From an optimization exercise on the open Yosys and OpenROAD flow, aimed at small area, a short achievable clock period and few clock cycles per item; shortcuts taken in it are not production practice.
RTL that was checked went through simulation tests only; none was proved equivalent to the original.
Power figures rest on the tool's default switching activity, not on a simulated workload.

==> flow/design.v (excerpt) <==
module smult16_err_acc #(
  parameter int WIDTH = 16,
  parameter int OUTW  = 32,
  parameter int CNTW  = 16,
  parameter int ACCW  = 48
) (
  input  logic              clk,
  input  logic              rst_n,
  input  logic              start,
  input  logic [CNTW-1:0]   num_samples,
  input  logic              in_valid,
  output logic              in_ready,
  input  logic [WIDTH-1:0]  op_a,
  input  logic [WIDTH-1:0]  op_b,
  input  logic [OUTW-1:0]   p_approx,
  output logic              busy,
  output logic              done,
  output logic [CNTW-1:0]   err_count,
  output logic [ACCW-1:0]   sum_err,
  output logic [ACCW-1:0]   sum_abs_err,
  output logic [OUTW:0]     max_abs_err,
  output logic              overflow
);
  logic             busy_q, done_q, rdy_q;
  logic [CNTW-1:0]  rem_q;           
  logic             l1_q, l2_q, l3_q, l4_q;   
  logic             v1_q, v2_q;
  logic             clr_q;           
  logic             z_q;             
  wire go       = !busy_q && !done_q && start;
  wire accept   = rdy_q && in_valid;
  wire last_acc = accept && (rem_q == CNTW'(1));
  wire empty    = (num_samples == '0);
  always_ff @(posedge clk or negedge rst_n) begin
    if (!rst_n) begin
      busy_q <= 1'b0;
      done_q <= 1'b0;
      rdy_q  <= 1'b0;
      l1_q   <= 1'b0;
      l2_q   <= 1'b0;
      l3_q   <= 1'b0;
      l4_q   <= 1'b0;
      v1_q   <= 1'b0;
      v2_q   <= 1'b0;
      clr_q  <= 1'b0;
      z_q    <= 1'b0;
    end else begin
  ...
Size: ~2400 cells after synthesis, ~350 flip-flops, ~0.023 mm2 of cells after synthesis.
export LEC_CHECK = 0
export CAP_MARGIN = 20
export CORE_MARGIN = 2
export CORE_UTILIZATION = 40
export SLEW_MARGIN = 20
create_clock -name core_clock -period 8.5 [get_ports {clk}]
standard.sh (not shown) runs the stock make flow with config.mk's settings and CLKGATE_MAP_FILE= SYNTH_SCRIPT=/design/flow/synth_recipe.tcl, a recipe that flattens the netlist after the stock synthesis.
==> flow/flow/run.sh <==
#!/bin/bash
# The standard layout (standard.sh: unchanged synthesis and steps), with two changes:
# ports are buffered with buf_1 cells, and the resizer's setup repair aims for a margin.
set -e
export SETUP_SLACK_MARGIN=5.4
export BUFFER_PORTS_ARGS="-buffer_cell sky130_fd_sc_hd__buf_1"
bash standard.sh > standard_flow.log 2>&1
The starting point completed without violations.
Edit:
--- a/flow/design.v
+++ b/flow/design.v
@@ -523,25 +523,24 @@
     end else begin
       x_q <= v2_q ? dx : '0;
       s_q <= v2_q & ds;
     end
   end
   logic [CNTW-1:0] cnt_q;
-  logic [19:0]     el_q;                  
-  logic [27:0]     eh_q;
+  logic [23:0]     el_q, eh_q;            
   logic [23:0]     al_q, ah_q;            
   logic [31:0]     max_q;
   logic            ovf_q;
   logic            ec_q, ac_q;            
-  logic [12:0]     dh_q;                  
+  logic [8:0]      dh_q;                  
   wire kp = ~clr_q;
   wire [31:0] dd    = x_q ^ {32{s_q}};                        
-  wire [20:0] el_n  = {1'b0, el_q} + {1'b0, dd[19:0]};
-  wire [28:0] eh_c  = {eh_q, 1'b1} + {{15{dh_q[12]}}, dh_q, ec_q};   
-  wire [27:0] eh_n  = eh_c[28:1];
-  wire        wrap  = (eh_q[27] == dh_q[12]) && (eh_n[27] != dh_q[12]);
+  wire [24:0] el_n  = {1'b0, el_q} + {1'b0, dd[23:0]};
+  wire [24:0] eh_c  = {eh_q, 1'b1} + {{15{dh_q[8]}}, dh_q, ec_q};   
+  wire [23:0] eh_n  = eh_c[24:1];
+  wire        wrap  = (eh_q[23] == dh_q[8]) && (eh_n[23] != dh_q[8]);
   wire [25:0] al_n  = {1'b0, al_q, 1'b1} + {1'b0, x_q[23:0], s_q};   
   wire [24:0] ah_c  = {ah_q, 1'b1} + {16'b0, x_q[31:24], ac_q};    
   wire [23:0] ah_n  = ah_c[24:1];
   wire [33:0] cmp   = {1'b0, x_q, 1'b1} + {1'b0, ~max_q, s_q};    
   wire [31:0] absd  = x_q + {31'b0, s_q};
   wire        nz    = s_q | (|x_q);
@@ -556,16 +555,16 @@
       ovf_q <= 1'b0;
       ec_q  <= 1'b0;
       ac_q  <= 1'b0;
       dh_q  <= '0;
     end else begin
       cnt_q <= (cnt_q + CNTW'(nz)) & {CNTW{kp}};
-      el_q  <= el_n[19:0] & {20{kp}};
-      ec_q  <= el_n[20];
-      dh_q  <= {s_q, dd[31:20]};
-      eh_q  <= eh_n & {28{kp}};
+      el_q  <= el_n[23:0] & {24{kp}};
+      ec_q  <= el_n[24];
+      dh_q  <= {s_q, dd[31:24]};
+      eh_q  <= eh_n & {24{kp}};
       ovf_q <= (ovf_q | wrap) & kp;
       al_q  <= al_n[24:1] & {24{kp}};
       ac_q  <= al_n[25];
       ah_q  <= ah_n & {24{kp}};
       max_q <= (cmp[33] ? absd : max_q) & {32{kp}};
     end
First-iteration DRC count went down by 3.0%.
Sequential share of layout area came out lower by 0.70 points.
Synthesized cell count goes up by 2.2%.
Power grows by 4.2%.
Design area increases by 1.1%.
Testbench counts after the change, summed over its fixed seeds: cycles 24,689, items 24,113.
The RTL of the first run of this note was laid out without a check of its function.

[what the ideal ports hide]
No port has a modelled driver above. Below, the same layouts with a new extraction and two added sets of constraints. Step 1 assumes that a clkbuf_16 drives the clock port and a buf_2 every other input. Step 2 adds t to the input delays and takes it off the output delays; t is the mean of the earliest and latest rising clock arrival at the registers after step 1. Input paths then give back, and output paths get back, about the clock's delay inside the block. Slacks: no drivers / after step 1 / after step 2; pairs: no drivers / after step 1.
run | t (ns) | setup slack, ns | worst setup path after step 2 | latest minus earliest clock arrival (ns) | cell pins on the clock port's net
the first run | 0.625 | 5.297 / 5.297 / 5.081 | input to register | 0.026 / 0.027 | 1
the second run | 0.634 | 5.430 / 5.430 / 5.017 | input to register | 0.025 / 0.026 | 1
After both steps every run listed still meets setup and hold. For the second run, which loses most, drivers alone change the setup slack by 0.000 ns; drivers and shift together by -0.413 ns.
